This design comes from an exercise in tuning for small area and a short achievable clock period on the open sky130 flow, not from production work. At most, simulation tests tie the RTL to the original design; equivalence was not proved. Power is estimated from default activity; no workload was simulated.

Design spi_ram_slave_burst, start of the top module:
module spi_ram_slave_burst #(
  parameter int DATA_WIDTH = 8,
  parameter int ADDR_WIDTH = 8,
  parameter bit BURST_EN   = 1'b1
) (
  input  logic clk,
  input  logic rst_n,
  input  logic SS_n,
  input  logic MOSI,
  output logic MISO
);
Size in the first run: roughly 2200 flip-flops, about 5 I/O pins, ~50000 µm² of cells after synthesis.
==> module spi_ram_slave_burst, before the edit <==
module spi_ram_slave_burst #(
  parameter int DATA_WIDTH = 8,
  parameter int ADDR_WIDTH = 8,
  parameter bit BURST_EN   = 1'b1
) (
  input  logic clk,
  input  logic rst_n,
  input  logic SS_n,
  input  logic MOSI,
  output logic MISO
);
  logic       idle_q;    
  logic       c1_q;      
  logic       c0_q;      
  logic       data_q;    
  logic [2:0] cnt_q;     
  logic [1:0] cmd_q;
  logic       cmp_q;     
  logic [7:0] rx_q;      
  logic [7:1] tx_q;      
  logic       miso_q;
  logic       rst_seen_q;  
  logic       sel2_q;      
  assign MISO = miso_q;
  wire last_bit  = data_q && (cnt_q == 3'd7);
  wire act_waddr = cmp_q && (cmd_q == 2'b00);
  wire act_wdata = cmp_q && (cmd_q == 2'b01);
  wire act_raddr = cmp_q && (cmd_q == 2'b10);
  wire act_rd    = cmp_q && (cmd_q == 2'b11);
  wire act_rdata = act_rd && !SS_n;
  wire ld_next   = last_bit && (cmd_q == 2'b11);
  logic [7:0]    t_q;        
  logic [2047:0] ring_q;     
  logic [7:0] wt_q;
  logic        wpend_q;
  logic [7:0]  wbuf_q;
  logic [31:0] wen_q;
  logic        wnow_q;    
  logic [7:0]  rs_q;
  logic [31:0] csel_q;
  logic        cat_q;
  logic [7:0]  pf_q;
  logic [7:0] tap_word;
  always_comb begin
    tap_word = '0;
    for (int p = 0; p < 32; p++)
      tap_word = tap_word | ((ring_q[64*p +: 8] ^ {8{p[0]}}) & {8{csel_q[p]}});
  end
  logic [2047:0] ring_d;
  always_comb begin
    ring_d = {ring_q[2039:0], ring_q[2047:2040]};
    for (int p = 0; p < 32; p++)
      ring_d[64*p +: 8] = ~(wen_q[p] ? (wbuf_q ^ {8{!p[0]}}) : ring_d[64*p +: 8]);
  end
  wire [7:0] rx_slot = rx_q + t_q + 8'd1;
  logic       wpend_d;
  logic [7:0] wt_d;
  always_comb begin
    if (rst_seen_q && !wpend_q) wt_d = t_q + 8'd1;
    else if (act_waddr)         wt_d = rx_slot;
    else if (act_wdata)         wt_d = wt_q + 8'd2;
    else                        wt_d = wt_q + 8'd1;
    wpend_d = act_wdata || (wpend_q && !wnow_q);
  end
  logic [7:0] rs_d;
  always_comb begin
    if (rst_seen_q)     rs_d = t_q + 8'd1;
    else if (act_raddr) rs_d = rx_slot;
    else if (act_rdata) rs_d = rs_q + 8'd2;
    else                rs_d = rs_q + 8'd1;
  end
  wire       w_at  = act_wdata ? (wt_q[2:0] == 3'd6) : (wpend_d && wt_q[2:0] == 3'd7);
  wire       c_at  = sel2_q ? (rs_q[2:0] == 3'd6) : (rs_q[2:0] == 3'd7);
  function automatic logic [31:0] port_after(input logic en, input logic [4:0] p);
    logic [31:0] d;
    d = 32'd1 << p;
    port_after = en ? {d[30:0], d[31]} : 32'd0;
  endfunction
  always_ff @(posedge clk) begin
    t_q    <= t_q + 8'd1;
    rx_q   <= {rx_q[6:0], MOSI};
    ring_q <= ring_d;
    wt_q    <= wt_d;
    wpend_q <= wpend_d;
    if (act_wdata) wbuf_q <= rx_q;
    wen_q   <= port_after(w_at, wt_q[7:3]);
    wnow_q  <= w_at;
    rs_q  <= rs_d;
    sel2_q   <= data_q && (cmd_q == 2'b11) && (cnt_q[2:1] == 2'b11);
    cat_q  <= c_at;
    csel_q <= port_after(c_at, rs_q[7:3]);
    if (cat_q) pf_q <= tap_word;
  end
  always_ff @(posedge clk or negedge rst_n) begin
    if (!rst_n)        rst_seen_q <= 1'b1;
    else if (!wpend_q) rst_seen_q <= 1'b0;
  end
  always_ff @(posedge clk or negedge rst_n) begin
    if (!rst_n) begin
      idle_q    <= 1'b1;
      c1_q      <= 1'b0;
      c0_q      <= 1'b0;
      data_q    <= 1'b0;
      cnt_q     <= '0;
      cmd_q     <= '0;
      cmp_q     <= 1'b0;
      tx_q      <= '0;
      miso_q    <= 1'b0;
    end else begin
      if (SS_n) begin
        miso_q <= 1'b0;
        tx_q   <= '0;
      end else if (act_rd) begin
        miso_q <= pf_q[7];
        tx_q   <= pf_q[6:0];
      end else begin
        miso_q <= tx_q[7];
        tx_q   <= {tx_q[6:1], 1'b0};
      end
      cmp_q <= !SS_n && last_bit;
      if (SS_n) begin
        idle_q <= 1'b1;
        c1_q   <= 1'b0;
        c0_q   <= 1'b0;
        data_q <= 1'b0;
      end else begin
        idle_q <= 1'b0;
        c1_q   <= idle_q;
        c0_q   <= c1_q;
        if (c1_q) cmd_q[1] <= MOSI;
        if (c0_q) begin
          cmd_q[0] <= MOSI;
          data_q   <= 1'b1;
          cnt_q    <= '0;
        end else if (data_q) begin
          cnt_q <= cnt_q + 3'd1;
          if (cnt_q == 3'd7 && !cmd_q[0]) data_q <= 1'b0;
        end
      end
    end
  end
endmodule
==> flow/config.mk <==
export PLATFORM = sky130hd
export DESIGN_NAME = spi_ram_slave_burst
export DESIGN_NICKNAME = spi_ram_slave_burst
export VERILOG_FILES = /design/flow/design.v
export SDC_FILE = /design/flow/constraint.sdc
export NUM_CORES = 4
export LEC_CHECK = 0
export ABC_CLOCK_PERIOD_IN_PS = 2000
export CAP_MARGIN = 20
export CORE_MARGIN = 2
export CORE_UTILIZATION = 40
export CTS_CLUSTER_DIAMETER = 110
export CTS_CLUSTER_SIZE = 25
export SETUP_SLACK_MARGIN = 2.6
export SLEW_MARGIN = 20
==> flow/constraint.sdc <==
create_clock -name core_clock -period 4.4 [get_ports {clk}]
set_input_delay 0.8800 -clock core_clock [delete_from_list [all_inputs] [get_ports {clk}]]
set_output_delay 0.8800 -clock core_clock [all_outputs]
set_load 0.01 [all_outputs]
standard.sh (not shown) runs the stock make flow with config.mk's settings and CLKGATE_MAP_FILE= SYNTH_SCRIPT=/design/flow/synth_recipe.tcl, a recipe that flattens the netlist after the stock synthesis.
==> flow/flow/run.sh <==
#!/bin/bash
# The standard layout, with the I/O pins placed together (flow/io_constraints.tcl).
set -euo pipefail
export IO_CONSTRAINTS="$PWD/flow/io_constraints.tcl"
bash standard.sh > standard.log 2>&1
==> flow/flow/io_constraints.tcl <==
# Keep the I/O pins together in the middle of the left edge, so that the MISO
# flip-flop and the input logic sit next to their pins.
set_io_pin_constraint -pin_names {rst_n SS_n MOSI MISO clk} -region left:150-210
set_io_pin_constraint -group -order -pin_names {rst_n SS_n MOSI MISO clk}
Then changed:
--- a/flow/design.v
+++ b/flow/design.v
@@ -20,8 +20,9 @@
   logic [7:1] tx_q;      
   logic       miso_q;
   logic       rst_seen_q;  
   logic       sel2_q;      
+  logic       missed_q;    
   assign MISO = miso_q;
   wire last_bit  = data_q && (cnt_q == 3'd7);
   wire act_waddr = cmp_q && (cmd_q == 2'b00);
   wire act_wdata = cmp_q && (cmd_q == 2'b01);
@@ -65,9 +66,10 @@
   logic [7:0] rs_d;
   always_comb begin
     if (rst_seen_q)     rs_d = t_q + 8'd1;
     else if (act_raddr) rs_d = rx_slot;
-    else if (act_rdata) rs_d = rs_q + 8'd2;
+    else if (act_rd)    rs_d = rs_q + 8'd2;
+    else if (missed_q)  rs_d = rs_q;
     else                rs_d = rs_q + 8'd1;
   end
   wire       w_at  = act_wdata ? (wt_q[2:0] == 3'd6) : (wpend_d && wt_q[2:0] == 3'd7);
   wire       c_at  = sel2_q ? (rs_q[2:0] == 3'd6) : (rs_q[2:0] == 3'd7);
@@ -86,8 +88,9 @@
     wen_q   <= port_after(w_at, wt_q[7:3]);
     wnow_q  <= w_at;
     rs_q  <= rs_d;
     sel2_q   <= data_q && (cmd_q == 2'b11) && (cnt_q[2:1] == 2'b11);
+    missed_q <= act_rd && SS_n;
     cat_q  <= c_at;
     csel_q <= port_after(c_at, rs_q[7:3]);
     if (cat_q) pf_q <= tap_word;
   end
Outcome: Wire length goes up by 3.8%; sequential power stays flat; total power goes down by 0.62%; clock-buffer cell count goes down by 1; final area goes down by 1.3%; cell count goes down by 1.3%; flip-flop and latch count goes up by 1; hold slack gains 0.0047 ns; synthesized cell count goes down by 0.39%; core utilization goes down by 0.57 points; global-route usage goes up by 0.50 points; first-iteration DRC count goes up by 13%; clock skew goes up by 0.015 ns.
Function not checked in the second run of this note: the RTL went through the layout flow alone.

== cedar ==
The RTL this note starts from:
==> flow/design.v <==
module spi_ram_slave_burst #(
  parameter int DATA_WIDTH = 8,
  parameter int ADDR_WIDTH = 8,
  parameter bit BURST_EN   = 1'b1
) (
  input  logic clk,
  input  logic rst_n,
  input  logic SS_n,
  input  logic MOSI,
  output logic MISO
);
  logic       idle_q;    
  logic       c1_q;      
  logic       c0_q;      
  logic       data_q;    
  logic [2:0] cnt_q;     
  logic [1:0] cmd_q;
  logic       cmp_q;     
  logic [7:0] rx_q;      
  logic [7:1] tx_q;      
  logic       miso_q;
  logic       rst_seen_q;  
  logic       sel2_q;      
  logic       missed_q;    
  assign MISO = miso_q;
  wire last_bit  = data_q && (cnt_q == 3'd7);
  wire act_waddr = cmp_q && (cmd_q == 2'b00);
  wire act_wdata = cmp_q && (cmd_q == 2'b01);
  wire act_raddr = cmp_q && (cmd_q == 2'b10);
  wire act_rd    = cmp_q && (cmd_q == 2'b11);
  wire act_rdata = act_rd && !SS_n;
  wire ld_next   = last_bit && (cmd_q == 2'b11);
  logic [7:0]    t_q;        
  logic [2047:0] ring_q;     
  logic [7:0] wt_q;
  logic        wpend_q;
  logic [7:0]  wbuf_q;
  logic [7:0]  ws_q;
  logic [31:0] wen_q;
  logic        wnow_q;    
  logic [7:0]  rs_q;
  logic [31:0] csel_q;
  logic        cat_q;
  logic [7:0]  pf_q;
  logic [7:0] tap_word;
  always_comb begin
    tap_word = '0;
    for (int p = 0; p < 32; p++)
      tap_word = tap_word | ((ring_q[64*p +: 8] ^ {8{p[0]}}) & {8{csel_q[p]}});
  end
  logic [2047:0] ring_d;
  always_comb begin
    ring_d = {ring_q[2039:0], ring_q[2047:2040]};
    for (int p = 0; p < 32; p++)
      ring_d[64*p +: 8] = ~(wen_q[p] ? (wbuf_q ^ {8{!p[0]}}) : ring_d[64*p +: 8]);
  end
  wire [7:0] rx_slot = rx_q + t_q + 8'd1;
  logic       wpend_d;
  logic [7:0] wt_d, ws_d;
  always_comb begin
    if (rst_seen_q)     wt_d = t_q + 8'd1;
    else if (act_waddr) wt_d = rx_slot;
    else if (act_wdata) wt_d = wt_q + 8'd2;
    else                wt_d = wt_q + 8'd1;
    if (act_wdata) begin
      wpend_d = 1'b1;
      ws_d    = wt_q + 8'd2;
    end else begin
      wpend_d = wpend_q && !wnow_q;
      ws_d    = ws_q + 8'd1;
    end
  end
  logic [7:0] rs_d;
  always_comb begin
    if (rst_seen_q)     rs_d = t_q + 8'd1;
    else if (act_raddr) rs_d = rx_slot;
    else if (act_rd)    rs_d = rs_q + 8'd2;
    else if (missed_q)  rs_d = rs_q;
    else                rs_d = rs_q + 8'd1;
  end
  wire [2:0] wb_lo = act_wdata ? wt_q[2:0] : ws_q[2:0];
  wire [4:0] wb_hi = act_wdata ? wt_q[7:3] : ws_q[7:3];
  wire       w_at  = act_wdata ? (wb_lo == 3'd6) : (wpend_d && wb_lo == 3'd7);
  wire       c_at  = sel2_q ? (rs_q[2:0] == 3'd6) : (rs_q[2:0] == 3'd7);
  function automatic logic [31:0] port_after(input logic en, input logic [4:0] p);
    logic [31:0] d;
    d = 32'd1 << p;
    port_after = en ? {d[30:0], d[31]} : 32'd0;
  endfunction
  always_ff @(posedge clk) begin
    t_q    <= t_q + 8'd1;
    rx_q   <= {rx_q[6:0], MOSI};
    ring_q <= ring_d;
    wt_q    <= wt_d;
    wpend_q <= wpend_d;
    ws_q    <= ws_d;
    if (act_wdata) wbuf_q <= rx_q;
    wen_q   <= port_after(w_at, wb_hi);
    wnow_q  <= w_at;
    rs_q  <= rs_d;
    sel2_q   <= data_q && (cmd_q == 2'b11) && (cnt_q[2:1] == 2'b11);
    missed_q <= act_rd && SS_n;
    cat_q  <= c_at;
    csel_q <= port_after(c_at, rs_q[7:3]);
    if (cat_q) pf_q <= tap_word;
  end
  always_ff @(posedge clk or negedge rst_n) begin
    if (!rst_n) rst_seen_q <= 1'b1;
    else        rst_seen_q <= 1'b0;
  end
  always_ff @(posedge clk or negedge rst_n) begin
    if (!rst_n) begin
      idle_q    <= 1'b1;
      c1_q      <= 1'b0;
      c0_q      <= 1'b0;
      data_q    <= 1'b0;
      cnt_q     <= '0;
      cmd_q     <= '0;
      cmp_q     <= 1'b0;
      tx_q      <= '0;
      miso_q    <= 1'b0;
    end else begin
      if (SS_n) begin
        miso_q <= 1'b0;
        tx_q   <= '0;
      end else if (act_rd) begin
        miso_q <= pf_q[7];
        tx_q   <= pf_q[6:0];
      end else begin
        miso_q <= tx_q[7];
        tx_q   <= {tx_q[6:1], 1'b0};
      end
      cmp_q <= !SS_n && last_bit;
      if (SS_n) begin
        idle_q <= 1'b1;
        c1_q   <= 1'b0;
        c0_q   <= 1'b0;
        data_q <= 1'b0;
      end else begin
        idle_q <= 1'b0;
        c1_q   <= idle_q;
        c0_q   <= c1_q;
        if (c1_q) cmd_q[1] <= MOSI;
        if (c0_q) begin
          cmd_q[0] <= MOSI;
          data_q   <= 1'b1;
          cnt_q    <= '0;
        end else if (data_q) begin
          cnt_q <= cnt_q + 3'd1;
          if (cnt_q == 3'd7 && !cmd_q[0]) data_q <= 1'b0;
        end
      end
    end
  end
endmodule
Settings: LEC_CHECK=0, ABC_CLOCK_PERIOD_IN_PS=2200, CAP_MARGIN=20, CORE_MARGIN=2, CORE_UTILIZATION=40, CTS_CLUSTER_DIAMETER=110, CTS_CLUSTER_SIZE=25, SETUP_SLACK_MARGIN=2.3, SLEW_MARGIN=20; clock period 4.4 ns.
run.sh (not shown) runs the stock make flow with config.mk's settings and CLKGATE_MAP_FILE= SYNTH_SCRIPT=/design/flow/synth_recipe.tcl, a recipe that flattens the netlist after the stock synthesis.
Stock flow here: none of the scripts above is used.
#### Input delta (raven over cedar)
diff --git a/flow/design.v b/flow/design.v
--- a/flow/design.v
+++ b/flow/design.v
@@ -30,32 +30,34 @@
   wire act_rd    = cmp_q && (cmd_q == 2'b11);
   wire act_rdata = act_rd && !SS_n;
   wire ld_next   = last_bit && (cmd_q == 2'b11);
   logic [7:0]    t_q;        
   logic [2047:0] ring_q;     
   logic [7:0] wt_q;
-  logic        wpend_q;
-  logic [7:0]  wbuf_q;
-  logic [7:0]  ws_q;
-  logic [31:0] wen_q;
-  logic        wnow_q;    
-  logic [7:0]  rs_q;
-  logic [31:0] csel_q;
-  logic        cat_q;
-  logic [7:0]  pf_q;
+  logic       wpend_q;
+  logic [7:0] wbuf_q;
+  logic [7:0] ws_q;
+  logic       wnow_q;
+  logic [7:0] whi_q;
+  logic [3:0] wlo_q;
+  logic [7:0] rs_q;
+  logic       cat_q;
+  logic [7:0] chi_q;
+  logic [3:0] clo_q;
+  logic [7:0] pf_q;
   logic [7:0] tap_word;
   always_comb begin
     tap_word = '0;
     for (int p = 0; p < 32; p++)
-      tap_word = tap_word | ((ring_q[64*p +: 8] ^ {8{p[0]}}) & {8{csel_q[p]}});
+      tap_word = tap_word | (ring_q[64*p +: 8] & {8{chi_q[p/4] && clo_q[p%4]}});
   end
   logic [2047:0] ring_d;
   always_comb begin
     ring_d = {ring_q[2039:0], ring_q[2047:2040]};
     for (int p = 0; p < 32; p++)
-      ring_d[64*p +: 8] = ~(wen_q[p] ? (wbuf_q ^ {8{!p[0]}}) : ring_d[64*p +: 8]);
+      if (wnow_q && whi_q[p/4] && wlo_q[p%4]) ring_d[64*p +: 8] = wbuf_q;
   end
   wire [7:0] rx_slot = rx_q + t_q + 8'd1;
   logic       wpend_d;
   logic [7:0] wt_d, ws_d;
   always_comb begin
     if (rst_seen_q)     wt_d = t_q + 8'd1;
@@ -67,44 +69,44 @@
       ws_d    = wt_q + 8'd2;
     end else begin
       wpend_d = wpend_q && !wnow_q;
       ws_d    = ws_q + 8'd1;
     end
   end
-  logic [7:0] rs_d;
+  logic [7:0] rs_d, cs_d;
   always_comb begin
     if (rst_seen_q)     rs_d = t_q + 8'd1;
     else if (act_raddr) rs_d = rx_slot;
     else if (act_rd)    rs_d = rs_q + 8'd2;
     else if (missed_q)  rs_d = rs_q;
     else                rs_d = rs_q + 8'd1;
+    cs_d = rs_q + (sel2_q ? 8'd2 : 8'd1);
   end
-  wire [2:0] wb_lo = act_wdata ? wt_q[2:0] : ws_q[2:0];
-  wire [4:0] wb_hi = act_wdata ? wt_q[7:3] : ws_q[7:3];
-  wire       w_at  = act_wdata ? (wb_lo == 3'd6) : (wpend_d && wb_lo == 3'd7);
-  wire       c_at  = sel2_q ? (rs_q[2:0] == 3'd6) : (rs_q[2:0] == 3'd7);
-  function automatic logic [31:0] port_after(input logic en, input logic [4:0] p);
-    logic [31:0] d;
-    d = 32'd1 << p;
-    port_after = en ? {d[30:0], d[31]} : 32'd0;
+  function automatic logic [7:0] dec3(input logic [2:0] v);
+    dec3 = 8'd1 << v;
+  endfunction
+  function automatic logic [3:0] dec2(input logic [1:0] v);
+    dec2 = 4'd1 << v;
   endfunction
   always_ff @(posedge clk) begin
     t_q    <= t_q + 8'd1;
     rx_q   <= {rx_q[6:0], MOSI};
     ring_q <= ring_d;
     wt_q    <= wt_d;
     wpend_q <= wpend_d;
     ws_q    <= ws_d;
     if (act_wdata) wbuf_q <= rx_q;
-    wen_q   <= port_after(w_at, wb_hi);
-    wnow_q  <= w_at;
+    wnow_q  <= wpend_d && (ws_d[2:0] == 3'd0);
+    whi_q   <= dec3(ws_d[7:5]);
+    wlo_q   <= dec2(ws_d[4:3]);
     rs_q  <= rs_d;
     sel2_q   <= data_q && (cmd_q == 2'b11) && (cnt_q[2:1] == 2'b11);
     missed_q <= act_rd && SS_n;
-    cat_q  <= c_at;
-    csel_q <= port_after(c_at, rs_q[7:3]);
+    cat_q <= (cs_d[2:0] == 3'd0);
+    chi_q <= dec3(cs_d[7:5]);
+    clo_q <= dec2(cs_d[4:3]);
     if (cat_q) pf_q <= tap_word;
   end
   always_ff @(posedge clk or negedge rst_n) begin
     if (!rst_n) rst_seen_q <= 1'b1;
     else        rst_seen_q <= 1'b0;
   end
==> comparison <==
In raven relative to cedar, post-synthesis instance total had gone down by a few percent.
Compared with cedar, raven shows clock share of power lower by 0.3 points.
Critical path class: reg2reg -> raven, reg2out -> cedar
Clock buffer instance count of the final layout for raven is higher than for cedar.
raven vs cedar: number of standard-cell rows in the floorplan down slightly
Row data required time of the critical path: raven higher / cedar lower
Design area: cedar vs raven — no meaningful difference
Routed wire length delta (raven − cedar): favourable
Portion of the post-synthesis area used by sequential elements is higher on cedar
Only the layout flow was run in cedar; the RTL was not checked for function there.

[separate check: timing with driven ports]
The results above use ideal ports. As a check the final layouts listed here were re-extracted and re-timed, cells and wires unchanged. Step 1 (the two cells are an assumption about what drives the block):
set clk [get_ports {clk}]
set_driving_cell -lib_cell sky130_fd_sc_hd__clkbuf_16 $clk
set_driving_cell -lib_cell sky130_fd_sc_hd__buf_2 [delete_from_list [all_inputs] $clk]
Step 2 times the ports against the registers' clock, not the clock port: input delays grow and output delays shrink by t, the midpoint of the rising clock arrivals with the driver on. Slacks: ideal ports / drivers / drivers and shift; pairs: ideal ports / drivers.
run	shift t [ns]	setup slack, ns	slew at the worst register clock pin (ns)	cell pins on the clock port's net
the first run of note 1	0.738	2.303 / 2.249 / 1.991	0.10 / 0.10	1
the second run of note 1	0.741	2.276 / 2.216 / 2.024	0.11 / 0.11	1
cedar	0.750	2.136 / 2.066 / 2.029	0.11 / 0.11	1
raven	0.746	2.176 / 2.176 / 2.047	0.10 / 0.10	1
After both steps setup and hold are still met in every run listed. For the first run of note 1, which loses most, drivers alone change the setup slack by -0.054 ns; drivers and shift together by -0.312 ns.
